Source: an optimization exercise on an open RTL-to-GDS flow (aim: small area, a short achievable clock period and few clock cycles per item). Production flows keep margins and buffers that such runs may drop. RTL that was checked went through simulation tests only; none was proved equivalent to the original. Function not checked in runs 3 to 6: the RTL went through the layout flow alone. Power is estimated from default activity; no workload was simulated.

`design/flow/config.mk`:
```
export PLATFORM = sky130hd
export DESIGN_NAME = pkt_lkp_top
export DESIGN_NICKNAME = pkt_lkp_top
export VERILOG_FILES = /design/flow/design.v
export SDC_FILE = /design/flow/constraint.sdc
export NUM_CORES = 4
export LEC_CHECK = 0
export ABC_CLOCK_PERIOD_IN_PS = 1500
export CAP_MARGIN = 20
export CORE_MARGIN = 2
export CORE_UTILIZATION = 40
export CTS_CLUSTER_DIAMETER = 100
export CTS_CLUSTER_SIZE = 30
export SETUP_SLACK_MARGIN = 2.0
export SLEW_MARGIN = 20
export TNS_END_PERCENT = 100
```
`design/flow/design.v`:
```
`timescale 1ns/1ps
package pkt_lkp_pkg;
    localparam int LKP_INFO_W     = 20;
    localparam int ODR_ID_W       = 3;
    localparam int PAYLOAD_W      = 64;
    localparam int REQ_ID_W       = 10;
    localparam int ROB_DEPTH      = 8;
    localparam int ROB_IDX_W      = 3;
    localparam int LKP_FIFO_DEPTH = 4;
    localparam int LKP_FIFO_IDX_W = 2;
    localparam int PKT_META_W     = 1 + LKP_INFO_W + ODR_ID_W + 1;
    localparam int LKP_REQ_W      = LKP_INFO_W + REQ_ID_W;
    typedef logic [LKP_INFO_W-1:0] lkp_info_t;
    typedef logic [ODR_ID_W-1:0]   odr_id_t;
    typedef logic [PAYLOAD_W-1:0]  payload_t;
    typedef logic [REQ_ID_W-1:0]   req_id_t;
    typedef logic [ROB_IDX_W-1:0]  rob_idx_t;
    typedef struct packed {
        logic      lkp_en;
        lkp_info_t lkp_info;
        odr_id_t   odr_id;
        logic      so;
    } pkt_meta_t;
    typedef struct packed {
        lkp_info_t info;
        req_id_t   req_id;
    } lkp_req_t;
    typedef struct packed {
        lkp_info_t rslt;
        odr_id_t   odr_id;
        logic      so;
        payload_t  payload;
    } out_pkt_t;
endpackage
`timescale 1ns/1ps
module pkt_lkp_top
(
    input  logic      clk,
    input  logic      rst_i,
    input  logic      b2c_pkt_vld_i,
    input  logic      b2c_pkt_lkp_en_i,
    input  pkt_lkp_pkg::lkp_info_t b2c_pkt_lkp_info_i,
    input  pkt_lkp_pkg::odr_id_t   b2c_pkt_odr_id_i,
    input  logic      b2c_pkt_so_i,
    input  pkt_lkp_pkg::payload_t  b2c_pkt_payload_i,
    output logic      c2b_pkt_rdy_o,
    output logic      c2a_lkp_vld_o,
    output pkt_lkp_pkg::lkp_info_t c2a_lkp_info_o,
    output pkt_lkp_pkg::req_id_t   c2a_lkp_req_id_o,
    input  logic      a2c_lkp_rdy_i,
    input  logic      a2c_lkp_rsp_vld_i,
    input  pkt_lkp_pkg::req_id_t   a2c_lkp_rsp_id_i,
    input  pkt_lkp_pkg::lkp_info_t a2c_lkp_rslt_i,
    output logic      c2d_pkt_vld_o,
    output pkt_lkp_pkg::lkp_info_t c2d_pkt_lkp_rslt_o,
    output pkt_lkp_pkg::odr_id_t   c2d_pkt_odr_id_o,
    output logic      c2d_pkt_so_o,
    output pkt_lkp_pkg::payload_t  c2d_pkt_payload_o,
    input  logic      d2c_pkt_rdy_i
);
    localparam int RW = pkt_lkp_pkg::LKP_INFO_W;
    logic full_q, done_q, full_d, done_d;
    logic req_q, req_d;
    logic idle_q;
    logic leave;
    logic accept;
    assign leave         = c2d_pkt_vld_o && d2c_pkt_rdy_i;
    assign c2b_pkt_rdy_o = !full_q || leave;
    assign accept        = b2c_pkt_vld_i && c2b_pkt_rdy_o;
    assign c2a_lkp_vld_o    = req_q || (accept && b2c_pkt_lkp_en_i);
    assign c2a_lkp_info_o   = (c2d_pkt_lkp_rslt_o & {RW{req_q}}) | (b2c_pkt_lkp_info_i & {RW{idle_q}});
    assign c2a_lkp_req_id_o = '0;
    always_comb
    begin
        req_d = req_q;
        if (accept && b2c_pkt_lkp_en_i)
            req_d = !a2c_lkp_rdy_i;
        else if (a2c_lkp_rdy_i)
            req_d = 1'b0;
    end
    always_comb
    begin
        full_d = full_q;
        done_d = done_q;
        if (accept)
        begin
            full_d = 1'b1;
            done_d = !b2c_pkt_lkp_en_i;
        end
        else
        begin
            if (leave)
                full_d = 1'b0;
            if (a2c_lkp_rsp_vld_i)
                done_d = 1'b1;
        end
    end
    always_ff @(posedge clk)
    begin
        if (rst_i)
        begin
            full_q        <= 1'b0;
            done_q        <= 1'b0;
            c2d_pkt_vld_o <= 1'b0;
            req_q         <= 1'b0;
            idle_q        <= 1'b1;
        end
        else
        begin
            full_q        <= full_d;
            done_q        <= done_d;
            c2d_pkt_vld_o <= full_d && done_d;
            req_q         <= req_d;
            idle_q        <= !req_d;
        end
    end
    always_ff @(posedge clk)
    begin
        if (accept)
        begin
            {c2d_pkt_odr_id_o, c2d_pkt_so_o, c2d_pkt_payload_o} <=
                {b2c_pkt_odr_id_i, b2c_pkt_so_i, b2c_pkt_payload_i};
            c2d_pkt_lkp_rslt_o <= b2c_pkt_lkp_info_i & {RW{b2c_pkt_lkp_en_i}};
        end
        else if (a2c_lkp_rsp_vld_i)
            c2d_pkt_lkp_rslt_o <= a2c_lkp_rslt_i;
    end
endmodule
```
`design/flow/constraint.sdc`:
```
create_clock -name core_clock -period 4.0 [get_ports {clk}]
set_input_delay 0.8000 -clock core_clock [delete_from_list [all_inputs] [get_ports {clk}]]
set_output_delay 0.8000 -clock core_clock [all_outputs]
set_load 0.01 [all_outputs]
```
`design/flow/standard.sh`:
```
#!/bin/bash
# synth_recipe.tcl (not shown) runs the flow's synth.tcl, then flattens the netlist and writes it again
# the make line also repeats each setting of config.mk as NAME=value (left out here)
make -C /OpenROAD-flow-scripts/flow DESIGN_CONFIG=/design/flow/config.mk WORK_HOME=/design/flow/orfs CLKGATE_MAP_FILE= SYNTH_SCRIPT=/design/flow/synth_recipe.tcl "${@:-finish}"
```
`design/flow/flow/run.sh`:
```
#!/bin/bash
# Standard layout, with plain buffers on the ports and footprint-free resizing.
set -euo pipefail
bash standard.sh MATCH_CELL_FOOTPRINT=0 "BUFFER_PORTS_ARGS=-buffer_cell sky130_fd_sc_hd__buf_1" finish > make_finish.log 2>&1
```
==> impl_metrics.prom, run 1 <==
# TYPE chip_impl_metric gauge
chip_impl_metric{name="initialDrtViolationCount",unit=""} 112
chip_impl_metric{name="nFillCells",unit=""} 731
chip_impl_metric{name="floorplan.initialDensity",unit="%"} 41.65
chip_impl_metric{name="core_region_area",unit="mm^2"} 0.008258
chip_impl_metric{name="setup_viol",unit=""} 0
chip_impl_metric{name="max_slew_margin",unit="%"} 61.08
chip_impl_info{name="timing.setup.critical_path_class",value="in -> out"} 1
chip_impl_info{name="r2r_start",value="c2d_pkt_vld_o"} 1
chip_impl_metric{name="postRouteAntennaNets",unit=""} 0
chip_impl_info{name="critPathCapture",value="c2a_lkp_vld_o"} 1
chip_impl_metric{name="cp_data_arrival_time",unit="ns"} 1.59
chip_impl_metric{name="antenna_fix_cells",unit=""} 0
chip_impl_metric{name="nets",unit=""} 573
chip_impl_metric{name="seq_area_frac_synth",unit="%"} 79.74
chip_impl_metric{name="maximum_fanout_along_the_worst_path",unit=""} 2
chip_impl_metric{name="pwr_density_cell",unit="mW/mm^2"} 438.4
chip_impl_metric{name="numPlacedInstances",unit=""} 531
chip_impl_metric{name="die_outline_area",unit="mm^2"} 0.009357
chip_impl_info{name="timing.rr.end",value="c2d_pkt_payload_o[34]"} 1
chip_impl_metric{name="rrSetupSlack",unit="ns"} 2.14
chip_impl_metric{name="post_layout_nonfiller_instances",unit=""} 557
chip_impl_metric{name="die_y",unit="um"} 96.73
chip_impl_metric{name="detail_route.first_pass.iterations",unit=""} 4
chip_impl_metric{name="synthCells",unit=""} 213
chip_impl_metric{name="grt_antenna_before_repair",unit=""} 0
chip_impl_info{name="cp-start-kind",value="primary input"} 1
chip_impl_metric{name="timing.critical_path.required",unit="ns"} 3.20
chip_impl_metric{name="synth.ff_latch_count",unit=""} 93
chip_impl_metric{name="ys_async_sr_fraction",unit="%"} 0
chip_impl_info{name="worst_hold_path_type",value="reg -> reg"} 1
chip_impl_metric{name="clockBufferDepth",unit=""} 2
chip_impl_metric{name="worst_ir_drop_vdd",unit="mV"} 0.2005
chip_impl_metric{name="timing_worst_slew_pin_value",unit="ns"} 0.5838
chip_impl_info{name="synth.top_cells.by_area",value="sky130_fd_sc_hd__edfxtp_1, sky130_fd_sc_hd__a22o_1, sky130_fd_sc_hd__o21ai_0, sky130_fd_sc_hd__dfxtp_1, sky130_fd_sc_hd__o21ai_1"} 1
chip_impl_info{name="critical-path-top-cell-by-count",value="sky130_fd_sc_hd__buf_6"} 1
chip_impl_metric{name="clock_sinks",unit=""} 93
chip_impl_metric{name="achievable-frequency",unit="MHz"} 418.2
chip_impl_metric{name="min_period",unit="ns"} 2.391
chip_impl_metric{name="worst_r2r_path_depth",unit=""} 6
chip_impl_metric{name="via_count_of_the_first_global_routing_pass",unit=""} 2703
chip_impl_metric{name="grt_overflow",unit=""} 0
chip_impl_metric{name="total_power",unit="uW"} 2105
chip_impl_metric{name="hold_depth",unit=""} 2
chip_impl_info{name="run_status",value="complete, no violations"} 1
chip_impl_metric{name="clk_pin_slew",unit="ns"} 0.08
chip_impl_metric{name="grt_start_max_net_pins",unit=""} 69
chip_impl_metric{name="critical-path-max-stage-delay",unit="ns"} 0.22
chip_impl_metric{name="syn_area",unit="mm^2"} 0.003440
chip_impl_info{name="endpoint_kind",value="primary output"} 1
chip_impl_metric{name="avgSynthCellArea",unit="um^2"} 16.15
chip_impl_metric{name="total_of_max_cap_violations",unit=""} 0
chip_impl_info{name="ys.flop_type",value="sky130_fd_sc_hd__edfxtp_1"} 1
chip_impl_metric{name="grt_first_pass_wirelength",unit="um"} 14110
chip_impl_info{name="rsz0062_at_grt",value="yes"} 1
chip_impl_metric{name="track_usage",unit="%"} 19.29
chip_impl_metric{name="netlist.area_leader.share",unit="%"} 76.83
chip_impl_metric{name="route.detailed.vias_per_inst",unit=""} 4.817
chip_impl_metric{name="route.final.wire_length",unit="um"} 9506
chip_impl_metric{name="setup-tns-final",unit="ns"} 0
chip_impl_metric{name="hold_buffers",unit=""} 0
chip_impl_metric{name="floorplan.io_pins",unit=""} 246
chip_impl_metric{name="clk-insertion-delay-late",unit="ns"} 0.35
chip_impl_metric{name="die_w",unit="um"} 96.73
chip_impl_metric{name="post_route_cells_drive_above_1_share",unit="%"} 14.82
chip_impl_metric{name="drc",unit=""} 0
chip_impl_metric{name="dp_hpwl",unit="um"} 6495
chip_impl_metric{name="rows",unit=""} 33
chip_impl_info{name="root_buffer",value="sky130_fd_sc_hd__clkbuf_8"} 1
chip_impl_metric{name="min_period_over_period",unit="%"} 59.78
chip_impl_metric{name="ctsHtreeMaxLevel",unit=""} 3
chip_impl_metric{name="port-buffer-count",unit=""} 225
chip_impl_metric{name="area_growth_syn_to_layout",unit="%"} 39.58
chip_impl_info{name="layout.cells.most_common_list",value="sky130_fd_sc_hd__buf_1, sky130_fd_sc_hd__edfxtp_1, sky130_fd_sc_hd__o21ai_0"} 1
chip_impl_info{name="cts_tree",value="built"} 1
chip_impl_metric{name="route.detailed.wl_per_inst",unit="um"} 17.07
chip_impl_metric{name="numCtsBuffers",unit=""} 9
chip_impl_metric{name="hold_violations",unit=""} 0
chip_impl_info{name="layout_commonest_cell",value="sky130_fd_sc_hd__buf_1"} 1
chip_impl_metric{name="place_congestion",unit=""} 0.7553
chip_impl_metric{name="synth.distinct_cells",unit=""} 21
chip_impl_info{name="critical_path.slowest_cell",value="sky130_fd_sc_hd__or2_4"} 1
chip_impl_metric{name="final_max_slew_viol_count",unit=""} 0
chip_impl_info{name="netlist.top_cell.by_area",value="sky130_fd_sc_hd__edfxtp_1"} 1
chip_impl_metric{name="worst_clock_skew",unit="ns"} 0.008212
chip_impl_metric{name="yosysWarningCount",unit=""} 1
chip_impl_metric{name="total_leakage_power",unit="uW"} 0.001694
chip_impl_metric{name="vias",unit=""} 2683
chip_impl_metric{name="synth_edf_count",unit=""} 88
chip_impl_info{name="crit_path_start",value="d2c_pkt_rdy_i"} 1
chip_impl_info{name="path_cells",value="buf_6, a21boi_4, inv_2, and3_4, or2_4, buf_6"} 1
[metal layers]
metal,vias to the layer above,wire length [um],share of wire [%],global-route usage [%]
met5,-,0,0,0
met4,0,208,2.2,7.801
met3,18,867,9.1,5.708
met2,148,4953,52,33.33
met1,1259,3477,37,22.49
li1,1258,-,-,-
[sequential cells by signal, summed over array words and instances (netlist names)]
signal,count
idle_q,1
c2d_pkt_vld_o,1
c2d_pkt_odr_id_o,3
done_q,1
full_q,1
req_q,1
c2d_pkt_payload_o,64
c2d_pkt_so_o,1
c2d_pkt_lkp_rslt_o,20
[where the power goes]
group          total, uW  switching, uW  internal (uW)
clock                668            315            352
combinational        265            160            105
sequential          1170           26.4           1150
total               2100            502           1600
[critical path: cells and delay by family]
| family | cells | cell delay [ns] |
|---|---|---|
| buffers and inverters | 3 | 0.27 |
| AND/OR/NAND/NOR | 2 | 0.36 |
| AO/OA/AOI/OAI | 1 | 0.15 |
[Yosys cell counts, types with 2 or more instances]
master,number
sky130_fd_sc_hd__clkbuf_1,9
sky130_fd_sc_hd__a22o_1,20
sky130_fd_sc_hd__o21ai_1,20
sky130_fd_sc_hd__nor2_1,2
sky130_fd_sc_hd__nand2_1,20
sky130_fd_sc_hd__a21oi_1,2
sky130_fd_sc_hd__inv_2,3
sky130_fd_sc_hd__edfxtp_1,88
sky130_fd_sc_hd__dfxtp_1,5
sky130_fd_sc_hd__buf_4,12
sky130_fd_sc_hd__o21ai_0,22
[area by class of cell]
cell class | count | area, um^2 | area share (%)
clock buffer | 10 | 127.6 | 2.658
clock inverter | 5 | 85.08 | 1.772
inverter | 3 | 16.27 | 0.3388
multi-input combinational | 105 | 606.8 | 12.64
sequential | 93 | 2750 | 57.28
tap | 105 | 131.4 | 2.737
timing repair buffer | 236 | 1084 | 22.57
[worst min-delay path by stage]
| stage | startpoint | to |
|---|---|---|
| after global routing | done_q | done_q |
| after detailed placement | done_q | done_q |
| after floorplan | done_q | c2d_pkt_vld_o |
| after global placement | done_q | done_q |
| after CTS | done_q | done_q |
| final | done_q | done_q |
[metrics by stage]
stage                     instance area, um^2  util (%)  hold WS [ns]  setup WS, ns
after floorplan                          3481         -        0.4999         1.761
after global placement                   4335     52.50        0.5114         1.057
after detailed placement                 4335     52.50        0.5204         1.054
after CTS                                4688     56.77        0.5299         1.616
after global routing                     4801     58.14        0.5564         1.583
final                                    4801     58.14        0.5286         1.609
[cell families after synthesis]
| logic type | count (synthesis) | share of synthesized area, % |
|---|---|---|
| AO/OA/AOI/OAI | 67 | 12.62 |
| buffers and inverters | 25 | 4.074 |
| flip-flops | 93 | 79.74 |
| other | 1 | 0.1090 |
| AND/OR/NAND/NOR | 27 | 3.456 |
[timing repair]
item / in CTS / in global routing
setup buffers: 6 / 3
pin swaps: 2 / 5
setup endpoints to repair: 110 / 42
gates resized for setup: 43 / 21
cloned: 1 / 1
Testbench counts, summed over its fixed seeds: cycles 23,435, items 3,200.
==> run 2, diff against run 1 <==
--- a/design/flow/config.mk
+++ b/design/flow/config.mk
@@ -5,7 +5,6 @@
 export SDC_FILE = /design/flow/constraint.sdc
 export NUM_CORES = 4
 export LEC_CHECK = 0
-export ABC_CLOCK_PERIOD_IN_PS = 1500
 export CAP_MARGIN = 20
 export CORE_MARGIN = 2
 export CORE_UTILIZATION = 40
==> impl_metrics.prom, run 2 <==
# TYPE chip_impl_metric gauge
chip_impl_metric{name="synth_xor_xnor_area_share",unit="%"} 0
chip_impl_metric{name="initialDrtViolationCount",unit=""} 112
chip_impl_metric{name="achievable-frequency",unit="MHz"} 418.2
chip_impl_metric{name="multi_input_combinational_cell_area",unit="um^2"} 606.8
chip_impl_info{name="ys.flop_type",value="sky130_fd_sc_hd__edfxtp_1"} 1
chip_impl_info{name="rsz0062_at_grt",value="yes"} 1
chip_impl_metric{name="setup_viol",unit=""} 0
chip_impl_info{name="path_cells",value="buf_6, a21boi_4, inv_2, and3_4, or2_4, buf_6"} 1
chip_impl_metric{name="power.sequential.fraction",unit="%"} 55.7
chip_impl_metric{name="synth.distinct_cells",unit=""} 21
chip_impl_metric{name="clock_sinks",unit=""} 93
chip_impl_info{name="crit_path_start",value="d2c_pkt_rdy_i"} 1
chip_impl_metric{name="pre_cts_ws",unit="ns"} 1.054
chip_impl_info{name="r2r_start",value="c2d_pkt_vld_o"} 1
chip_impl_metric{name="worst_clock_skew",unit="ns"} 0.008212
chip_impl_metric{name="total_of_max_cap_violations",unit=""} 0
chip_impl_metric{name="placedInstanceArea",unit="mm^2"} 0.004335
chip_impl_metric{name="power.net_switching",unit="uW"} 502.2
chip_impl_info{name="synth.top_cells.by_area",value="sky130_fd_sc_hd__edfxtp_1, sky130_fd_sc_hd__a22o_1, sky130_fd_sc_hd__o21ai_0, sky130_fd_sc_hd__dfxtp_1, sky130_fd_sc_hd__o21ai_1"} 1
chip_impl_info{name="cp-start-kind",value="primary input"} 1
chip_impl_metric{name="clk_pin_slew",unit="ns"} 0.08
chip_impl_metric{name="die_y",unit="um"} 96.73
chip_impl_info{name="netlist.top_cell.by_area",value="sky130_fd_sc_hd__edfxtp_1"} 1
chip_impl_metric{name="min_period",unit="ns"} 2.391
chip_impl_metric{name="netlist.area_leader.share",unit="%"} 76.83
chip_impl_metric{name="grt_start_max_net_pins",unit=""} 69
chip_impl_metric{name="yosysWarningCount",unit=""} 1
chip_impl_metric{name="grt_antenna_before_repair",unit=""} 0
chip_impl_metric{name="post-route-worst-setup-slack",unit="ns"} 1.609
chip_impl_info{name="combinational_family_with_the_most_area_after_synthesis",value="compound AO/OA/AOI/OAI gates"} 1
chip_impl_info{name="layout.cells.most_common_list",value="sky130_fd_sc_hd__buf_1, sky130_fd_sc_hd__edfxtp_1, sky130_fd_sc_hd__o21ai_0"} 1
chip_impl_metric{name="pwr_density_cell",unit="mW/mm^2"} 438.4
chip_impl_metric{name="floorplan.initialDensity",unit="%"} 41.65
chip_impl_metric{name="total_power",unit="uW"} 2105
chip_impl_info{name="run_status",value="complete, no violations"} 1
chip_impl_metric{name="postRouteAntennaNets",unit=""} 0
chip_impl_metric{name="largest_register_ff_count",unit=""} 64
chip_impl_metric{name="synth.area.mux_share",unit="%"} 0
chip_impl_metric{name="synthAdderAreaFrac",unit="%"} 0
chip_impl_metric{name="route.detailed.wl_per_inst",unit="um"} 17.07
chip_impl_metric{name="detail_route.first_pass.iterations",unit=""} 4
chip_impl_info{name="critical_path.slowest_cell",value="sky130_fd_sc_hd__or2_4"} 1
chip_impl_metric{name="timing_worst_slew_pin_value",unit="ns"} 0.5838
chip_impl_metric{name="swShare",unit="%"} 23.86
chip_impl_metric{name="hold_violations",unit=""} 0
chip_impl_metric{name="final_cell_area",unit="mm^2"} 0.004801
chip_impl_info{name="cts_tree",value="built"} 1
chip_impl_info{name="layout_commonest_cell",value="sky130_fd_sc_hd__buf_1"} 1
chip_impl_metric{name="post_route_cells_drive_above_1_share",unit="%"} 14.82
chip_impl_metric{name="maximum_fanout_along_the_worst_path",unit=""} 2
chip_impl_metric{name="synth_edf_count",unit=""} 88
chip_impl_metric{name="total_leakage_power",unit="uW"} 0.001694
chip_impl_metric{name="worst_ir_drop_vdd",unit="mV"} 0.2005
chip_impl_metric{name="syn_area",unit="mm^2"} 0.003440
chip_impl_info{name="endpoint_kind",value="primary output"} 1
chip_impl_metric{name="ys_async_sr_fraction",unit="%"} 0
chip_impl_metric{name="design_internal_power",unit="uW"} 1603
chip_impl_metric{name="nets",unit=""} 573
chip_impl_metric{name="critical-path-max-stage-delay",unit="ns"} 0.22
chip_impl_metric{name="avgSynthCellArea",unit="um^2"} 16.15
chip_impl_metric{name="nFillCells",unit=""} 731
chip_impl_metric{name="min_period_over_period",unit="%"} 59.78
chip_impl_metric{name="clk-insertion-delay-late",unit="ns"} 0.35
chip_impl_metric{name="cp_data_arrival_time",unit="ns"} 1.59
chip_impl_metric{name="clockBufferDepth",unit=""} 2
chip_impl_metric{name="setup-tns-final",unit="ns"} 0
chip_impl_metric{name="synthCells",unit=""} 213
chip_impl_metric{name="area.sequential",unit="mm^2"} 0.002750
chip_impl_metric{name="area_growth_syn_to_layout",unit="%"} 39.58
chip_impl_metric{name="antenna_fix_cells",unit=""} 0
chip_impl_metric{name="rows",unit=""} 33
chip_impl_info{name="root_buffer",value="sky130_fd_sc_hd__clkbuf_8"} 1
chip_impl_metric{name="route.detailed.vias_per_inst",unit=""} 4.817
chip_impl_metric{name="grt_first_pass_wirelength",unit="um"} 14110
chip_impl_metric{name="post-route-util",unit="%"} 58.14
chip_impl_metric{name="vias",unit=""} 2683
chip_impl_metric{name="floorplan.io_pins",unit=""} 246
chip_impl_info{name="synth_most_common_cell",value="sky130_fd_sc_hd__edfxtp_1"} 1
chip_impl_metric{name="fraction_of_the_mapped_netlist_area_in_simple_logic_gates",unit="%"} 3.456
chip_impl_metric{name="seq_area_frac_synth",unit="%"} 79.74
chip_impl_metric{name="hold_buffers",unit=""} 0
chip_impl_info{name="synth.top_cells.by_count",value="sky130_fd_sc_hd__edfxtp_1, sky130_fd_sc_hd__o21ai_0, sky130_fd_sc_hd__a22o_1, sky130_fd_sc_hd__nand2_1, sky130_fd_sc_hd__o21ai_1"} 1
chip_impl_metric{name="max_slew_margin",unit="%"} 61.08
chip_impl_info{name="worst_hold_path_type",value="reg -> reg"} 1
chip_impl_metric{name="place_congestion",unit=""} 0.7553
chip_impl_metric{name="synth_compound_area_share",unit="%"} 12.62
chip_impl_metric{name="relative_contribution_of_the_clock_network_to_total_power",unit="%"} 31.7
chip_impl_metric{name="drc",unit=""} 0
chip_impl_info{name="critical-path-top-cell-by-count",value="sky130_fd_sc_hd__buf_6"} 1
chip_impl_metric{name="synth.ff_latch_count",unit=""} 93
chip_impl_metric{name="numCtsBuffers",unit=""} 9
chip_impl_metric{name="die_outline_area",unit="mm^2"} 0.009357
chip_impl_metric{name="ctsHtreeMaxLevel",unit=""} 3
chip_impl_metric{name="power.share.combinational",unit="%"} 12.6
chip_impl_metric{name="grt_overflow",unit=""} 0
chip_impl_metric{name="track_usage",unit="%"} 19.29
chip_impl_metric{name="final_max_slew_viol_count",unit=""} 0
chip_impl_metric{name="dp_hpwl",unit="um"} 6495
chip_impl_metric{name="core_region_area",unit="mm^2"} 0.008258
chip_impl_metric{name="port-buffer-count",unit=""} 225
chip_impl_metric{name="die_w",unit="um"} 96.73
chip_impl_metric{name="via_count_of_the_first_global_routing_pass",unit=""} 2703
chip_impl_info{name="worst_hold_startpoint",value="done_q"} 1
chip_impl_metric{name="route.final.wire_length",unit="um"} 9506
chip_impl_info{name="timing.setup.critical_path_class",value="in -> out"} 1
chip_impl_metric{name="timing.critical_path.required",unit="ns"} 3.20
==> run 2: cells by family after synthesis <==
kind of cell / count (synthesis)
AOI/OAI and AO/OA: 67
other: 1
buffers and inverters: 25
DFF: 93
and+or+nand+nor: 27
==> run 2: worst max-delay path, delay by kind of cell <==
| family | cells | cell delay, ns |
|---|---|---|
| compound gates | 1 | 0.15 |
| simple gates | 2 | 0.36 |
| buf+inv | 3 | 0.27 |
==> run 2: metrics by stage <==
step | hold slack [ns] | std cells
finish | 0.5286 | 557
global route | 0.5564 | 557
floorplan | 0.4999 | 222
CTS | 0.5299 | 553
detailed placement | 0.5204 | 531
global placement | 0.5114 | 531
==> run 2: area by class of cell <==
| class | count | share of cell area, % |
|---|---|---|
| Clock buffer | 10 | 2.658 |
| Clock inverter | 5 | 1.772 |
| Inverter | 3 | 0.3388 |
| Multi-Input combinational cell | 105 | 12.64 |
| Sequential cell | 93 | 57.28 |
| Tap cell | 105 | 2.737 |
| Timing Repair Buffer | 236 | 22.57 |
==> run 2: worst paths after layout <==
path	endpoint	slack (ns)	depth (start not counted)
setup reg to reg	c2d_pkt_payload_o[34]	2.14	6
hold reg to reg	done_q	0.53	2
setup / recovery	c2a_lkp_vld_o	1.61	6
hold / removal	done_q	0.53	2
==> run 2: power by group through the flow <==
stage | combinational [uW] | sequential [uW] | clock, uW
after global routing | 290 | 1180 | 720
final | 265 | 1170 | 668
after floorplan | 96.7 | 1220 | 0
after global placement | 233 | 1190 | 0
after detailed placement | 236 | 1200 | 0
after CTS | 255 | 1170 | 690
==> run 2: per-layer routing <==
layer | global-route usage, % | up-vias | share of wire (%)
met2 | 33.33 | 148 | 52
met5 | 0 | - | 0
met1 | 22.49 | 1259 | 37
met3 | 5.708 | 18 | 9.1
li1 | - | 1258 | -
met4 | 7.801 | 0 | 2.2
==> run 2: timing repair <==
action                                  CTS  global route
resized for setup                        43            21
endpoints found under the setup margin  110            42
gates cloned                              1             1
setup buffers                             6             3
pin swaps                                 2             5
==> run 3, diff against run 2 <==
--- a/design/flow/design.v
+++ b/design/flow/design.v
@@ -60,14 +60,17 @@
 );
     localparam int RW = pkt_lkp_pkg::LKP_INFO_W;
     logic full_q, done_q, full_d, done_d;
+    logic empty_q;
     logic req_q, req_d;
     logic idle_q;
     logic leave;
     logic accept;
     assign leave         = c2d_pkt_vld_o && d2c_pkt_rdy_i;
-    assign c2b_pkt_rdy_o = !full_q || leave;
+    assign c2b_pkt_rdy_o = empty_q || leave;
     assign accept        = b2c_pkt_vld_i && c2b_pkt_rdy_o;
-    assign c2a_lkp_vld_o    = req_q || (accept && b2c_pkt_lkp_en_i);
+    assign c2a_lkp_vld_o    = req_q ||
+                              (b2c_pkt_vld_i && b2c_pkt_lkp_en_i && empty_q) ||
+                              (b2c_pkt_vld_i && b2c_pkt_lkp_en_i && c2d_pkt_vld_o && d2c_pkt_rdy_i);
     assign c2a_lkp_info_o   = (c2d_pkt_lkp_rslt_o & {RW{req_q}}) | (b2c_pkt_lkp_info_i & {RW{idle_q}});
     assign c2a_lkp_req_id_o = '0;
     always_comb
@@ -100,6 +103,7 @@
         if (rst_i)
         begin
             full_q        <= 1'b0;
+            empty_q       <= 1'b1;
             done_q        <= 1'b0;
             c2d_pkt_vld_o <= 1'b0;
             req_q         <= 1'b0;
@@ -108,6 +112,7 @@
         else
         begin
             full_q        <= full_d;
+            empty_q       <= !full_d;
             done_q        <= done_d;
             c2d_pkt_vld_o <= full_d && done_d;
             req_q         <= req_d;
==> impl_metrics.prom, run 3 <==
# TYPE chip_impl_metric gauge
chip_impl_metric{name="numPlacedInstances",unit=""} 539
chip_impl_metric{name="synth.area.mux_share",unit="%"} 5.666
chip_impl_metric{name="via_count_of_the_first_global_routing_pass",unit=""} 2372
chip_impl_metric{name="place_congestion",unit=""} 0.7561
chip_impl_info{name="synth_most_common_cell",value="sky130_fd_sc_hd__edfxtp_1"} 1
chip_impl_info{name="crit_family",value="buffers and inverters"} 1
chip_impl_metric{name="avgSynthCellArea",unit="um^2"} 16.67
chip_impl_metric{name="maximum_fanout_along_the_worst_path",unit=""} 2
chip_impl_metric{name="floorplan.io_pins",unit=""} 246
chip_impl_metric{name="total_leakage_power",unit="uW"} 0.001924
chip_impl_metric{name="worst_clock_skew",unit="ns"} 0.008151
chip_impl_metric{name="grt_start_max_net_pins",unit=""} 46
chip_impl_info{name="cts_tree",value="built"} 1
chip_impl_info{name="synth.top_cells.by_area",value="sky130_fd_sc_hd__edfxtp_1, sky130_fd_sc_hd__mux2i_1, sky130_fd_sc_hd__a22o_1, sky130_fd_sc_hd__dfxtp_1, sky130_fd_sc_hd__inv_1"} 1
chip_impl_info{name="run_status",value="complete, no violations"} 1
chip_impl_info{name="netlist.top_cell.by_area",value="sky130_fd_sc_hd__edfxtp_1"} 1
chip_impl_metric{name="post_layout_nonfiller_instances",unit=""} 570
chip_impl_metric{name="die_w",unit="um"} 97.99
chip_impl_metric{name="clockBufferDepth",unit=""} 2
chip_impl_metric{name="min_period",unit="ns"} 2.264
chip_impl_info{name="layout.cells.most_common_list",value="sky130_fd_sc_hd__buf_1, sky130_fd_sc_hd__edfxtp_1, sky130_fd_sc_hd__nand2_1"} 1
chip_impl_info{name="endpoint_kind",value="primary output"} 1
chip_impl_metric{name="max_slew_margin",unit="%"} 66.08
chip_impl_metric{name="largest_register_ff_count",unit=""} 64
chip_impl_metric{name="antenna_fix_cells",unit=""} 0
chip_impl_metric{name="synth_edf_count",unit=""} 88
chip_impl_metric{name="synth.ff_latch_count",unit=""} 94
chip_impl_metric{name="total_of_max_cap_violations",unit=""} 0
chip_impl_metric{name="post_route_cells_drive_above_1_share",unit="%"} 17.32
chip_impl_info{name="layout_commonest_cell",value="sky130_fd_sc_hd__buf_1"} 1
chip_impl_metric{name="yosysWarningCount",unit=""} 1
chip_impl_metric{name="clk_pin_slew",unit="ns"} 0.09
chip_impl_metric{name="detail_route.first_pass.iterations",unit=""} 4
chip_impl_metric{name="min_period_over_period",unit="%"} 56.59
chip_impl_metric{name="route.detailed.vias_per_inst",unit=""} 4.561
chip_impl_metric{name="post-route-worst-setup-slack",unit="ns"} 1.736
chip_impl_metric{name="die_outline_area",unit="mm^2"} 0.009601
chip_impl_metric{name="track_usage",unit="%"} 17.82
chip_impl_metric{name="drc",unit=""} 0
chip_impl_metric{name="setup-tns-final",unit="ns"} 0
chip_impl_metric{name="synth_compound_area_share",unit="%"} 6.268
chip_impl_info{name="critical-path-top-cell-by-count",value="sky130_fd_sc_hd__buf_6"} 1
chip_impl_metric{name="cp.buffers_inverters",unit=""} 4
chip_impl_metric{name="nets",unit=""} 582
chip_impl_metric{name="critical-path-max-stage-delay",unit="ns"} 0.16
chip_impl_info{name="timing.setup.critical_path_class",value="in -> out"} 1
chip_impl_info{name="root_buffer",value="sky130_fd_sc_hd__clkbuf_8"} 1
chip_impl_metric{name="syn_area",unit="mm^2"} 0.003533
chip_impl_metric{name="timing.critical_path.required",unit="ns"} 3.20
chip_impl_metric{name="nFillCells",unit=""} 748
chip_impl_metric{name="ctsHtreeMaxLevel",unit=""} 3
chip_impl_metric{name="clk-insertion-delay-late",unit="ns"} 0.35
chip_impl_metric{name="area_growth_syn_to_layout",unit="%"} 41.25
chip_impl_metric{name="port-buffer-count",unit=""} 225
chip_impl_metric{name="clock_sinks",unit=""} 94
chip_impl_metric{name="timing_worst_slew_pin_value",unit="ns"} 0.5089
chip_impl_metric{name="numCtsBuffers",unit=""} 9
chip_impl_info{name="cp-start-kind",value="primary input"} 1
chip_impl_metric{name="synth_xor_xnor_area_share",unit="%"} 0
chip_impl_metric{name="fraction_of_the_mapped_netlist_area_in_simple_logic_gates",unit="%"} 4.037
chip_impl_metric{name="floorplan.initialDensity",unit="%"} 40.92
chip_impl_metric{name="dp_hpwl",unit="um"} 6311
chip_impl_info{name="ys.flop_type",value="sky130_fd_sc_hd__edfxtp_1"} 1
chip_impl_metric{name="cp_data_arrival_time",unit="ns"} 1.46
chip_impl_metric{name="hold_violations",unit=""} 0
chip_impl_metric{name="hold_buffers",unit=""} 0
chip_impl_metric{name="seq_area_frac_synth",unit="%"} 78.19
chip_impl_metric{name="rows",unit=""} 34
chip_impl_metric{name="final_max_slew_viol_count",unit=""} 0
chip_impl_info{name="combinational_family_with_the_most_area_after_synthesis",value="compound AO/OA/AOI/OAI gates"} 1
chip_impl_metric{name="synthAdderAreaFrac",unit="%"} 0
chip_impl_metric{name="achievable-frequency",unit="MHz"} 441.8
chip_impl_metric{name="ys_async_sr_fraction",unit="%"} 0
chip_impl_info{name="synth.top_cells.by_count",value="sky130_fd_sc_hd__edfxtp_1, sky130_fd_sc_hd__inv_1, sky130_fd_sc_hd__nand2_1"} 1
chip_impl_info{name="rsz0062_at_grt",value="yes"} 1
chip_impl_metric{name="netlist.area_leader.share",unit="%"} 74.79
chip_impl_metric{name="grt_overflow",unit=""} 0
chip_impl_info{name="path_cells",value="buf_8, buf_6, and2_4, a21oi_4, inv_2, buf_6"} 1
chip_impl_metric{name="initialDrtViolationCount",unit=""} 66
chip_impl_metric{name="setup_viol",unit=""} 0
chip_impl_metric{name="die_y",unit="um"} 97.99
chip_impl_metric{name="postRouteAntennaNets",unit=""} 0
chip_impl_info{name="critical_path.slowest_cell",value="sky130_fd_sc_hd__and2_4"} 1
chip_impl_metric{name="route.detailed.wl_per_inst",unit="um"} 16.30
chip_impl_metric{name="grt_antenna_before_repair",unit=""} 0
chip_impl_metric{name="pre_cts_ws",unit="ns"} 1.302
chip_impl_info{name="worst_hold_path_type",value="reg -> reg"} 1
chip_impl_metric{name="vias",unit=""} 2600
chip_impl_metric{name="post-route-util",unit="%"} 57.79
chip_impl_metric{name="pwr_density_cell",unit="mW/mm^2"} 422.8
chip_impl_metric{name="core_region_area",unit="mm^2"} 0.008636
chip_impl_metric{name="route.final.wire_length",unit="um"} 9292
chip_impl_metric{name="worst_ir_drop_vdd",unit="mV"} 0.1985
chip_impl_metric{name="synth.distinct_cells",unit=""} 23
chip_impl_metric{name="synthCells",unit=""} 212
chip_impl_metric{name="grt_first_pass_wirelength",unit="um"} 12940
## run 3: area by class of cell
class / instances / area [um^2] / area share [%]
clock buffer: 10 / 127.6 / 2.557
clock inverter: 6 / 68.82 / 1.379
multi-input combinational: 87 / 618.1 / 12.38
sequential: 94 / 2770 / 55.50
inverter: 22 / 87.58 / 1.755
tap: 108 / 135.1 / 2.707
timing repair buffer: 243 / 1184 / 23.72
## run 3: cell families (layout without fill, tap and decap cells)
logic type	Yosys count	in the layout
muxes	20	20
and+or+nand+nor	31	31
buffers and inverters	40	281
AOI/OAI and AO/OA	26	26
other	1	10
DFF	94	94
## run 3: per-stage QoR
step	power [uW]	hold WS, ns	cell area [um^2]
final	2110	0.5577	4991
after global routing	2200	0.5845	4991
after CTS	2111	0.5605	4808
after detailed placement	1472	0.5468	4462
after global placement	1467	0.5408	4462
after floorplan	1354	0.4911	3578
## run 3: final timing paths
check	cells after the start	slack, ns	to	start
max reg2reg	5	2.14	c2d_pkt_payload_o[39]	c2d_pkt_vld_o
min reg2reg	2	0.56	done_q	done_q
max	6	1.74	c2a_lkp_vld_o	b2c_pkt_lkp_en_i
min	2	0.56	done_q	done_q
## run 3: power breakdown
group / switching [uW] / internal [uW] / total (uW)
logic: 171 / 126 / 297
registers: 27.0 / 1160 / 1190
clock network: 329 / 294 / 623
## run 3: layer usage
layer	vias to the layer above	share of wire, %	global-route usage (%)
met4	0	1.2	5.021
li1	1249	-	-
met5	-	0	0
met3	11	9.0	5.297
met2	146	50	29.66
met1	1194	40	22.82
## run 3: worst min-delay path, stage by stage (launching register included)
cell and delay, ns:
sky130_fd_sc_hd__dfxtp_1 0.31, sky130_fd_sc_hd__nor2_1 0.11, sky130_fd_sc_hd__a221oi_1 0.08
## run 3: timing repair
item	CTS	global route
gates resized for setup	36	56
buffers inserted	8	5
setup endpoints to repair	110	41
pin swaps	1	18
gates cloned	1	1
==> run 4, diff against run 3 <==
--- a/design/flow/config.mk
+++ b/design/flow/config.mk
@@ -10,6 +10,6 @@
 export CORE_UTILIZATION = 40
 export CTS_CLUSTER_DIAMETER = 100
 export CTS_CLUSTER_SIZE = 30
-export SETUP_SLACK_MARGIN = 2.0
+export SETUP_SLACK_MARGIN = 1.8
 export SLEW_MARGIN = 20
 export TNS_END_PERCENT = 100
==> impl_metrics.prom, run 4 <==
# TYPE chip_impl_metric gauge
chip_impl_info{name="root_buffer",value="sky130_fd_sc_hd__clkbuf_8"} 1
chip_impl_metric{name="route.detailed.wl_per_inst",unit="um"} 15.59
chip_impl_metric{name="drc",unit=""} 0
chip_impl_metric{name="clk-insertion-delay-late",unit="ns"} 0.35
chip_impl_metric{name="dp_hpwl",unit="um"} 6292
chip_impl_metric{name="setup-tns-final",unit="ns"} 0
chip_impl_metric{name="vias",unit=""} 2527
chip_impl_metric{name="place_congestion",unit=""} 0.7315
chip_impl_info{name="cp-start-kind",value="primary input"} 1
chip_impl_metric{name="pwr_density_cell",unit="mW/mm^2"} 436.5
chip_impl_metric{name="core_region_area",unit="mm^2"} 0.008636
chip_impl_metric{name="die_outline_area",unit="mm^2"} 0.009601
chip_impl_metric{name="nets",unit=""} 571
chip_impl_metric{name="final_cell_area",unit="mm^2"} 0.004722
chip_impl_metric{name="clockBufferDepth",unit=""} 2
chip_impl_info{name="crit_family",value="buffers and inverters"} 1
chip_impl_info{name="r2r_start",value="c2d_pkt_vld_o"} 1
chip_impl_info{name="layout.cells.most_common_list",value="sky130_fd_sc_hd__buf_1, sky130_fd_sc_hd__edfxtp_1, sky130_fd_sc_hd__nand2_1"} 1
chip_impl_metric{name="port-buffer-count",unit=""} 225
chip_impl_info{name="timing.setup.critical_path_class",value="in -> out"} 1
chip_impl_metric{name="grt_overflow",unit=""} 0
chip_impl_info{name="layout_commonest_cell",value="sky130_fd_sc_hd__buf_1"} 1
chip_impl_info{name="critical-path-top-cell-by-count",value="sky130_fd_sc_hd__buf_6"} 1
chip_impl_metric{name="initialDrtViolationCount",unit=""} 62
chip_impl_metric{name="cp.buffers_inverters",unit=""} 4
chip_impl_metric{name="min_period",unit="ns"} 2.262
chip_impl_metric{name="placedInstanceArea",unit="mm^2"} 0.004437
chip_impl_metric{name="floorplan.io_pins",unit=""} 246
chip_impl_info{name="cts_tree",value="built"} 1
chip_impl_info{name="top_usage_layer",value="met2"} 1
chip_impl_metric{name="final_max_slew_viol_count",unit=""} 0
chip_impl_info{name="critical_path.slowest_cell",value="sky130_fd_sc_hd__and2_4"} 1
chip_impl_metric{name="detail_route.first_pass.iterations",unit=""} 4
chip_impl_metric{name="hold_violations",unit=""} 0
chip_impl_metric{name="worst_clock_skew",unit="ns"} 0.01286
chip_impl_metric{name="grt_start_max_net_pins",unit=""} 89
chip_impl_metric{name="maximum_fanout_along_the_worst_path",unit=""} 2
chip_impl_metric{name="total_leakage_power",unit="uW"} 0.001726
chip_impl_info{name="run_status",value="complete, no violations"} 1
chip_impl_metric{name="achievable-frequency",unit="MHz"} 442.1
chip_impl_metric{name="timing.critical_path.required",unit="ns"} 3.20
chip_impl_metric{name="via_count_of_the_first_global_routing_pass",unit=""} 2437
chip_impl_metric{name="synth.ff_latch_count",unit=""} 94
chip_impl_metric{name="largest_register_ff_count",unit=""} 64
chip_impl_metric{name="floorplan.initialDensity",unit="%"} 40.92
chip_impl_info{name="crit_path_start",value="b2c_pkt_lkp_en_i"} 1
chip_impl_metric{name="yosysWarningCount",unit=""} 1
chip_impl_metric{name="groute.layer.met3.usage",unit="%"} 5.082
chip_impl_metric{name="route.detailed.vias_per_inst",unit=""} 4.529
chip_impl_metric{name="route.final.wire_length",unit="um"} 8701
chip_impl_metric{name="numCtsBuffers",unit=""} 9
chip_impl_metric{name="grt_first_pass_wirelength",unit="um"} 12670
chip_impl_metric{name="avgSynthCellArea",unit="um^2"} 16.67
chip_impl_info{name="endpoint_kind",value="primary output"} 1
chip_impl_info{name="netlist.top_cell.by_area",value="sky130_fd_sc_hd__edfxtp_1"} 1
chip_impl_metric{name="pre_cts_ws",unit="ns"} 1.432
chip_impl_info{name="synth_most_common_cell",value="sky130_fd_sc_hd__edfxtp_1"} 1
chip_impl_info{name="worst_hold_path_type",value="reg -> reg"} 1
chip_impl_info{name="rsz0062_at_grt",value="yes"} 1
chip_impl_metric{name="globalRouteMet1Util",unit="%"} 20.89
chip_impl_metric{name="clock_sinks",unit=""} 94
chip_impl_metric{name="timing_worst_slew_pin_value",unit="ns"} 1.028
chip_impl_metric{name="grt_antenna_before_repair",unit=""} 0
chip_impl_metric{name="min_period_over_period",unit="%"} 56.54
chip_impl_info{name="synth.top_cells.by_area",value="sky130_fd_sc_hd__edfxtp_1, sky130_fd_sc_hd__mux2i_1, sky130_fd_sc_hd__a22o_1, sky130_fd_sc_hd__dfxtp_1, sky130_fd_sc_hd__inv_1"} 1
chip_impl_info{name="path_cells",value="buf_6, buf_6, and2_4, a21oi_4, inv_2, buf_6"} 1
chip_impl_metric{name="area_growth_syn_to_layout",unit="%"} 33.64
chip_impl_info{name="ys.flop_type",value="sky130_fd_sc_hd__edfxtp_1"} 1
chip_impl_metric{name="die_y",unit="um"} 97.99
chip_impl_metric{name="synth.distinct_cells",unit=""} 23
chip_impl_metric{name="post_route_cells_drive_above_1_share",unit="%"} 7.556
chip_impl_metric{name="setup_viol",unit=""} 0
chip_impl_metric{name="final.hold.worst_slack",unit="ns"} 0.5495
chip_impl_metric{name="syn_area",unit="mm^2"} 0.003533
chip_impl_metric{name="critical-path-max-stage-delay",unit="ns"} 0.16
chip_impl_info{name="synth.top_cells.by_count",value="sky130_fd_sc_hd__edfxtp_1, sky130_fd_sc_hd__inv_1, sky130_fd_sc_hd__nand2_1"} 1
chip_impl_metric{name="total_of_max_cap_violations",unit=""} 0
chip_impl_metric{name="worst_ir_drop_vdd",unit="mV"} 0.1715
chip_impl_metric{name="seq_area_frac_synth",unit="%"} 78.19
chip_impl_metric{name="antenna_fix_cells",unit=""} 0
chip_impl_metric{name="synth_edf_count",unit=""} 88
chip_impl_metric{name="track_usage",unit="%"} 17.32
chip_impl_metric{name="max_slew_margin",unit="%"} 31.44
chip_impl_metric{name="synthCells",unit=""} 212
chip_impl_metric{name="post-route-worst-setup-slack",unit="ns"} 1.738
chip_impl_metric{name="ys_async_sr_fraction",unit="%"} 0
chip_impl_metric{name="groute.layer.met2.usage",unit="%"} 29.61
chip_impl_metric{name="ctsHtreeMaxLevel",unit=""} 3
chip_impl_metric{name="die_w",unit="um"} 97.99
chip_impl_metric{name="rows",unit=""} 34
chip_impl_metric{name="postRouteAntennaNets",unit=""} 0
chip_impl_metric{name="clk_pin_slew",unit="ns"} 0.08
chip_impl_info{name="worst_hold_startpoint",value="done_q"} 1
chip_impl_metric{name="cp_data_arrival_time",unit="ns"} 1.46
chip_impl_metric{name="netlist.area_leader.share",unit="%"} 74.79
## run 4: final timing paths
check,to,slack (ns),depth (start not counted)
worst min register to register,done_q,0.55,2
worst max register to register,c2d_pkt_lkp_rslt_o[0],2.16,4
worst min-delay path,done_q,0.55,2
worst max-delay path,c2a_lkp_vld_o,1.74,6
## run 4: per-stage QoR
step,power (uW),instances,utilization [%]
after global placement,1464,537,51.38
after detailed placement,1471,537,51.38
after floorplan,1353,221,-
after CTS,2085,558,54.36
after global routing,2154,558,54.68
final,2061,558,54.68
## run 4: worst reg2reg max path: cells and delay by family, from the launching register on
kind	cells	cell delay (ns)
AOI/OAI and AO/OA	1	0.16
buffers and inverters	1	0.12
DFF	1	0.38
and+or+nand+nor	2	0.79
## run 4: cell type report
class / count / area (um^2)
Multi-Input combinational cell: 87 / 615.6
Tap cell: 108 / 135.1
Inverter: 22 / 87.58
Fill cell: 779 / 3914
Sequential cell: 94 / 2770
Timing Repair Buffer: 232 / 927.1
Clock buffer: 10 / 127.6
Clock inverter: 5 / 58.81
## run 4: logic make-up after synthesis
kind of cell           count (synthesis)  share of synthesized area, %
buffers and inverters                 40                         5.736
AO/OA/AOI/OAI                         26                         6.268
multiplexers                          20                         5.666
AND/OR/NAND/NOR                       31                         4.037
flip-flops                            94                         78.19
other                                  1                        0.1061
## run 4: repair_timing
item | in CTS | in global routing
resized for setup | 13 | 7
pin swaps | 2 | 2
endpoints found under the setup margin | 21 | 2
endpoints found under the hold margin | 0 | 0
cloned | 1 | 0
setup buffers | 5 | 0
hold buffers | 0 | 0
## run 4: metal layers
| metal | part of all wire (%) | vias to the layer above |
|---|---|---|
| met5 | 0 | - |
| met4 | 1.7 | 0 |
| met3 | 9.4 | 14 |
| met2 | 50 | 139 |
| met1 | 39 | 1154 |
| li1 | - | 1220 |
## run 4: where the power goes
group	switching [uW]	leakage [uW]	internal (uW)
clock network	315	0.0000908	289
registers	30.9	0.000909	1160
logic	160	0.000726	102
==> run 5, diff against run 4 <==
--- a/design/flow/config.mk
+++ b/design/flow/config.mk
@@ -10,6 +10,6 @@
 export CORE_UTILIZATION = 40
 export CTS_CLUSTER_DIAMETER = 100
 export CTS_CLUSTER_SIZE = 30
-export SETUP_SLACK_MARGIN = 1.8
+export SETUP_SLACK_MARGIN = 1.5
 export SLEW_MARGIN = 20
 export TNS_END_PERCENT = 100
==> impl_metrics.prom, run 5 <==
# TYPE chip_impl_metric gauge
chip_impl_info{name="run_status",value="complete, no violations"} 1
chip_impl_info{name="cts_tree",value="built"} 1
chip_impl_metric{name="route.detailed.wl_per_inst",unit="um"} 15.40
chip_impl_metric{name="grt_start_max_net_pins",unit=""} 89
chip_impl_info{name="worst_hold_path_type",value="reg -> reg"} 1
chip_impl_metric{name="total_leakage_power",unit="uW"} 0.001673
chip_impl_metric{name="clk_pin_slew",unit="ns"} 0.08
chip_impl_metric{name="floorplan.initialDensity",unit="%"} 40.92
chip_impl_metric{name="rows",unit=""} 34
chip_impl_metric{name="power.share.combinational",unit="%"} 12.1
chip_impl_metric{name="detail_route.first_pass.iterations",unit=""} 4
chip_impl_metric{name="timing.critical_path.required",unit="ns"} 3.20
chip_impl_metric{name="initialDrtViolationCount",unit=""} 61
chip_impl_metric{name="final_max_slew_viol_count",unit=""} 0
chip_impl_metric{name="cp_data_arrival_time",unit="ns"} 1.64
chip_impl_metric{name="synthCells",unit=""} 212
chip_impl_metric{name="hold_violations",unit=""} 0
chip_impl_info{name="netlist.top_cell.by_area",value="sky130_fd_sc_hd__edfxtp_1"} 1
chip_impl_metric{name="post_layout_nonfiller_instances",unit=""} 552
chip_impl_metric{name="setup-tns-final",unit="ns"} 0
chip_impl_metric{name="timing_worst_slew_pin_value",unit="ns"} 1.040
chip_impl_metric{name="setup_viol",unit=""} 0
chip_impl_info{name="rsz0062_at_grt",value="yes"} 1
chip_impl_metric{name="route.final.wire_length",unit="um"} 8500
chip_impl_metric{name="synth_edf_count",unit=""} 88
chip_impl_metric{name="achievable-frequency",unit="MHz"} 409.9
chip_impl_info{name="synth.top_cells.by_area",value="sky130_fd_sc_hd__edfxtp_1, sky130_fd_sc_hd__mux2i_1, sky130_fd_sc_hd__a22o_1, sky130_fd_sc_hd__dfxtp_1, sky130_fd_sc_hd__inv_1"} 1
chip_impl_metric{name="postRouteAntennaNets",unit=""} 0
chip_impl_metric{name="vias",unit=""} 2494
chip_impl_metric{name="track_usage",unit="%"} 16.84
chip_impl_metric{name="die_w",unit="um"} 97.99
chip_impl_metric{name="ys_async_sr_fraction",unit="%"} 0
chip_impl_metric{name="netlist.area_leader.share",unit="%"} 74.79
chip_impl_metric{name="nets",unit=""} 565
chip_impl_metric{name="numPlacedInstances",unit=""} 537
chip_impl_metric{name="place_congestion",unit=""} 0.7315
chip_impl_metric{name="via_count_of_the_first_global_routing_pass",unit=""} 2372
chip_impl_metric{name="post_route_cells_drive_above_1_share",unit="%"} 4.730
chip_impl_metric{name="dp_hpwl",unit="um"} 6292
chip_impl_metric{name="worst_ir_drop_vdd",unit="mV"} 0.1604
chip_impl_info{name="endpoint_kind",value="primary output"} 1
chip_impl_metric{name="avgSynthCellArea",unit="um^2"} 16.67
chip_impl_metric{name="numCtsBuffers",unit=""} 9
chip_impl_metric{name="ctsHtreeMaxLevel",unit=""} 3
chip_impl_info{name="timing.setup.critical_path_class",value="in -> out"} 1
chip_impl_info{name="ys.flop_type",value="sky130_fd_sc_hd__edfxtp_1"} 1
chip_impl_metric{name="design_internal_power",unit="uW"} 1545
chip_impl_metric{name="post-route-worst-setup-slack",unit="ns"} 1.561
chip_impl_metric{name="port-buffer-count",unit=""} 225
chip_impl_metric{name="clk-insertion-delay-late",unit="ns"} 0.34
chip_impl_metric{name="core_region_area",unit="mm^2"} 0.008636
chip_impl_metric{name="drc",unit=""} 0
chip_impl_metric{name="yosysWarningCount",unit=""} 1
chip_impl_metric{name="die_outline_area",unit="mm^2"} 0.009601
chip_impl_metric{name="clockBufferDepth",unit=""} 2
chip_impl_metric{name="syn_area",unit="mm^2"} 0.003533
chip_impl_metric{name="synth.distinct_cells",unit=""} 23
chip_impl_metric{name="die_y",unit="um"} 97.99
chip_impl_metric{name="relative_contribution_of_the_clock_network_to_total_power",unit="%"} 29.4
chip_impl_metric{name="grt_overflow",unit=""} 0
chip_impl_metric{name="worst_clock_skew",unit="ns"} 0.01085
chip_impl_info{name="cp-start-kind",value="primary input"} 1
chip_impl_metric{name="maximum_fanout_along_the_worst_path",unit=""} 22
chip_impl_metric{name="antenna_fix_cells",unit=""} 0
chip_impl_metric{name="area_growth_syn_to_layout",unit="%"} 31.09
chip_impl_metric{name="route.detailed.vias_per_inst",unit=""} 4.518
chip_impl_metric{name="min_period",unit="ns"} 2.439
chip_impl_metric{name="seq_area_frac_synth",unit="%"} 78.19
chip_impl_metric{name="max_slew_margin",unit="%"} 30.66
chip_impl_metric{name="largest_register_ff_count",unit=""} 64
chip_impl_info{name="layout_commonest_cell",value="sky130_fd_sc_hd__buf_1"} 1
chip_impl_metric{name="grt_antenna_before_repair",unit=""} 0
chip_impl_metric{name="cts_setup_buffers",unit=""} 0
chip_impl_metric{name="power.net_switching",unit="uW"} 500.9
chip_impl_metric{name="clock_sinks",unit=""} 94
chip_impl_metric{name="pwr_density_cell",unit="mW/mm^2"} 441.7
chip_impl_info{name="root_buffer",value="sky130_fd_sc_hd__clkbuf_8"} 1
chip_impl_metric{name="synth.ff_latch_count",unit=""} 94
chip_impl_metric{name="power.sequential.fraction",unit="%"} 58.4
chip_impl_metric{name="total_of_max_cap_violations",unit=""} 0
chip_impl_metric{name="floorplan.io_pins",unit=""} 246
chip_impl_metric{name="nFillCells",unit=""} 786
chip_impl_info{name="synth.top_cells.by_count",value="sky130_fd_sc_hd__edfxtp_1, sky130_fd_sc_hd__inv_1, sky130_fd_sc_hd__nand2_1"} 1
chip_impl_metric{name="swShare",unit="%"} 24.48
chip_impl_metric{name="pre_cts_ws",unit="ns"} 1.432
chip_impl_metric{name="min_period_over_period",unit="%"} 60.98
chip_impl_metric{name="grt_first_pass_wirelength",unit="um"} 12330
chip_impl_info{name="synth_most_common_cell",value="sky130_fd_sc_hd__edfxtp_1"} 1
chip_impl_info{name="layout.cells.most_common_list",value="sky130_fd_sc_hd__buf_1, sky130_fd_sc_hd__edfxtp_1, sky130_fd_sc_hd__inv_1, sky130_fd_sc_hd__nand2_1"} 1
chip_impl_metric{name="hold_buffers",unit=""} 0
-- run 5: final timing paths --
check	cells past startpoint	from	endpoint	slack, ns
setup reg to reg	3	c2d_pkt_vld_o	c2d_pkt_lkp_rslt_o[0]	2.24
setup / recovery	6	b2c_pkt_lkp_en_i	c2a_lkp_vld_o	1.56
hold reg to reg	2	done_q	done_q	0.55
hold / removal	2	done_q	done_q	0.55
-- run 5: through the flow --
step                      util, %  hold WS [ns]  power (uW)  area [um^2]
final                       53.64        0.5475        2046         4632
after global routing        53.64        0.5902        2140         4632
after CTS                   53.54        0.5549        2076         4623
after detailed placement    51.38        0.5437        1471         4437
after global placement      51.38        0.5428        1464         4437
after floorplan                 -        0.4911        1353         3567
-- run 5: logic make-up after synthesis --
| logic type | after synthesis | share of synthesized area (%) |
|---|---|---|
| AOI/OAI and AO/OA | 26 | 6.268 |
| buffers and inverters | 40 | 5.736 |
| DFF | 94 | 78.19 |
| muxes | 20 | 5.666 |
| other | 1 | 0.1061 |
| and+or+nand+nor | 31 | 4.037 |
-- run 5: worst max-delay path: stages --
cell and delay (ns):
sky130_fd_sc_hd__buf_1 0.07, sky130_fd_sc_hd__buf_4 0.21, sky130_fd_sc_hd__and2_1 0.21, sky130_fd_sc_hd__a21oi_2 0.18, sky130_fd_sc_hd__inv_1 0.05, sky130_fd_sc_hd__buf_1 0.13
-- run 5: area by class of cell --
class | instances | area [um^2] | area share, %
timing repair buffer | 226 | 852.1 | 18.40
tap | 108 | 135.1 | 2.917
sequential | 94 | 2765 | 59.70
clock buffer | 10 | 127.6 | 2.755
multi-input combinational | 87 | 605.6 | 13.07
inverter | 22 | 87.58 | 1.891
clock inverter | 5 | 58.81 | 1.270
-- run 5: repair_timing --
item,4_1_cts,5_1_grt
endpoints found under the hold margin,0,0
resized for setup,0,3
setup endpoints to repair,1,14
-- run 5: per-layer routing --
metal  wire length (um)  share of wire [%]  global-route usage, %  vias to the layer above
li1                   -                  -                      -                     1209
met1               3299                 39                  20.46                     1124
met2               4170                 49                  28.45                      147
met3                886                 10                  5.082                       14
met4                144                1.7                  6.303                        0
met5                  0                  0                      0                        -
-- run 5: power by group through the flow --
| stage | logic [uW] | registers (uW) | clock network [uW] |
|---|---|---|---|
| 4_1_cts | 253 | 1200 | 626 |
| 5_1_grt | 274 | 1200 | 662 |
| 3_3_place_gp | 248 | 1220 | 0 |
| 3_5_place_dp | 253 | 1220 | 0 |
| 6_report | 248 | 1200 | 602 |
| 2_1_floorplan | 106 | 1250 | 0 |
==> run 6, diff against run 5 <==
--- a/design/flow/config.mk
+++ b/design/flow/config.mk
@@ -10,6 +10,4 @@
 export CORE_UTILIZATION = 40
 export CTS_CLUSTER_DIAMETER = 100
 export CTS_CLUSTER_SIZE = 30
-export SETUP_SLACK_MARGIN = 1.5
 export SLEW_MARGIN = 20
-export TNS_END_PERCENT = 100
==> impl_metrics.prom, run 6 <==
# TYPE chip_impl_metric gauge
chip_impl_metric{name="route.detailed.wl_per_inst",unit="um"} 15.40
chip_impl_metric{name="grt_overflow",unit=""} 0
chip_impl_info{name="cts_tree",value="built"} 1
chip_impl_info{name="path_cells",value="buf_1, buf_4, and2_1, a21oi_1, inv_1, buf_1"} 1
chip_impl_info{name="rsz0062_at_grt",value="no"} 1
chip_impl_metric{name="nFillCells",unit=""} 786
chip_impl_metric{name="numPlacedInstances",unit=""} 537
chip_impl_info{name="worst_hold_path_type",value="reg -> reg"} 1
chip_impl_metric{name="floorplan.io_pins",unit=""} 246
chip_impl_metric{name="area.sequential",unit="mm^2"} 0.002763
chip_impl_metric{name="hold_buffers",unit=""} 0
chip_impl_metric{name="grt_antenna_before_repair",unit=""} 0
chip_impl_metric{name="worst_clock_skew",unit="ns"} 0.01193
chip_impl_metric{name="setup_viol",unit=""} 0
chip_impl_metric{name="antenna_fix_cells",unit=""} 0
chip_impl_metric{name="port-buffer-count",unit=""} 225
chip_impl_info{name="r2r_start",value="c2d_pkt_vld_o"} 1
chip_impl_metric{name="route.final.wire_length",unit="um"} 8500
chip_impl_info{name="run_status",value="complete, no violations"} 1
chip_impl_info{name="timing.rr.end",value="c2d_pkt_lkp_rslt_o[0]"} 1
chip_impl_metric{name="rrSetupSlack",unit="ns"} 2.23
chip_impl_metric{name="hold_violations",unit=""} 0
chip_impl_metric{name="design_internal_power",unit="uW"} 1545
chip_impl_metric{name="maximum_fanout_along_the_worst_path",unit=""} 22
chip_impl_metric{name="route.detailed.vias_per_inst",unit=""} 4.531
chip_impl_metric{name="core_region_area",unit="mm^2"} 0.008636
chip_impl_metric{name="floorplan.initialDensity",unit="%"} 40.92
chip_impl_metric{name="area_growth_syn_to_layout",unit="%"} 30.91
chip_impl_metric{name="dp_hpwl",unit="um"} 6292
chip_impl_metric{name="worst_ir_drop_vdd",unit="mV"} 0.1604
chip_impl_metric{name="clock_sinks",unit=""} 94
chip_impl_info{name="timing.setup.critical_path_class",value="in -> out"} 1
chip_impl_metric{name="vias",unit=""} 2501
chip_impl_info{name="ys.flop_type",value="sky130_fd_sc_hd__edfxtp_1"} 1
-- run 6: logic make-up (layout without fill, tap and decap cells) --
logic type	Yosys count	after routing	share of synthesized area, %
flip-flops	94	94	78.19
buffers and inverters	40	263	5.736
AND/OR/NAND/NOR	31	31	4.037
AO/OA/AOI/OAI	26	26	6.268
multiplexers	20	20	5.666
other	1	10	0.1061
-- run 6: worst reg2reg max path, stage by stage, from the launching register on --
cell,delay (ns)
sky130_fd_sc_hd__dfxtp_1,0.39
sky130_fd_sc_hd__a21o_4,0.18
sky130_fd_sc_hd__nand2_4,0.08
sky130_fd_sc_hd__nand2b_1,0.75
-- run 6: cell type report --
cell class / instances / area share (%)
repair buffers: 226 / 18.42
inverters: 22 / 1.893
clock inverters: 5 / 1.271
clock buffers: 10 / 2.759
flip-flops and latches: 94 / 59.72
multi-input cells: 87 / 13.01
well taps: 108 / 2.921
-- run 6: through the flow --
stage / area (um^2) / total power [uW] / hold slack [ns] / setup slack, ns / utilization [%]
detailed placement: 4437 / 1471 / 0.5437 / 1.432 / 51.38
finish: 4626 / 2049 / 0.5500 / 1.510 / 53.56
floorplan: 3567 / 1353 / 0.4911 / 1.898 / -
CTS: 4623 / 2076 / 0.5549 / 1.499 / 53.54
global placement: 4437 / 1464 / 0.5428 / 1.500 / 51.38
global route: 4626 / 2139 / 0.5902 / 1.415 / 53.56
-- run 6: power by group through the flow --
stage	registers, uW	logic (uW)	clock network (uW)
finish	1200	248	605
global route	1200	273	662
CTS	1200	253	626
detailed placement	1220	253	0
global placement	1220	248	0
floorplan	1250	106	0
-- run 6: how the worst min path moves through the flow --
stage,to,slack (ns),cells after the start
after global placement,done_q,0.54,2
after detailed placement,done_q,0.54,2
after CTS,done_q,0.55,2
after floorplan,done_q,0.49,2
final,done_q,0.55,2
after global routing,c2d_pkt_payload_o[45],0.59,1
-- run 6: per-layer routing --
metal  global-route usage [%]  vias to the layer above  share of wire (%)
li1                         -                     1209                  -
met1                    20.46                     1134                 39
met2                    28.45                      144                 49
met3                    5.082                       14                9.9
met4                    6.303                        0                1.7
met5                        0                        -                  0

static timing again, ports no longer ideal:
The results above use ideal ports. As a check the final layouts listed here were re-extracted and re-timed, cells and wires unchanged. Step 1, drivers: a clkbuf_16 drives clk and a buf_2 each remaining input, both assumed. Step 2 also shifts input and output timing later by t, the mid clock arrival at the registers, as if the neighbouring blocks saw the same clock. Three values: no drivers, after step 1, after step 2; two values: the first two.
run | shift t [ns] | setup WS [ns] | latest minus earliest clock arrival (ns) | slew at the worst register clock pin (ns) | pins driven straight from the clock port
run 1 | 0.369 | 1.609 / 1.576 / 1.576 | 0.013 / 0.014 | 0.09 / 0.09 | 1
run 2 | 0.369 | 1.609 / 1.576 / 1.576 | 0.013 / 0.014 | 0.09 / 0.09 | 1
run 3 | 0.377 | 1.736 / 1.698 / 1.655 | 0.012 / 0.012 | 0.09 / 0.09 | 1
run 4 | 0.369 | 1.738 / 1.705 / 1.598 | 0.013 / 0.013 | 0.09 / 0.09 | 1
run 5 | 0.368 | 1.561 / 1.538 / 1.538 | 0.013 / 0.013 | 0.09 / 0.09 | 1
run 6 | 0.369 | 1.510 / 1.487 / 1.487 | 0.014 / 0.013 | 0.09 / 0.09 | 1
After both steps every run listed still meets setup and hold. For run 4, which loses most, drivers alone change the setup slack by -0.033 ns; drivers and shift together by -0.140 ns.
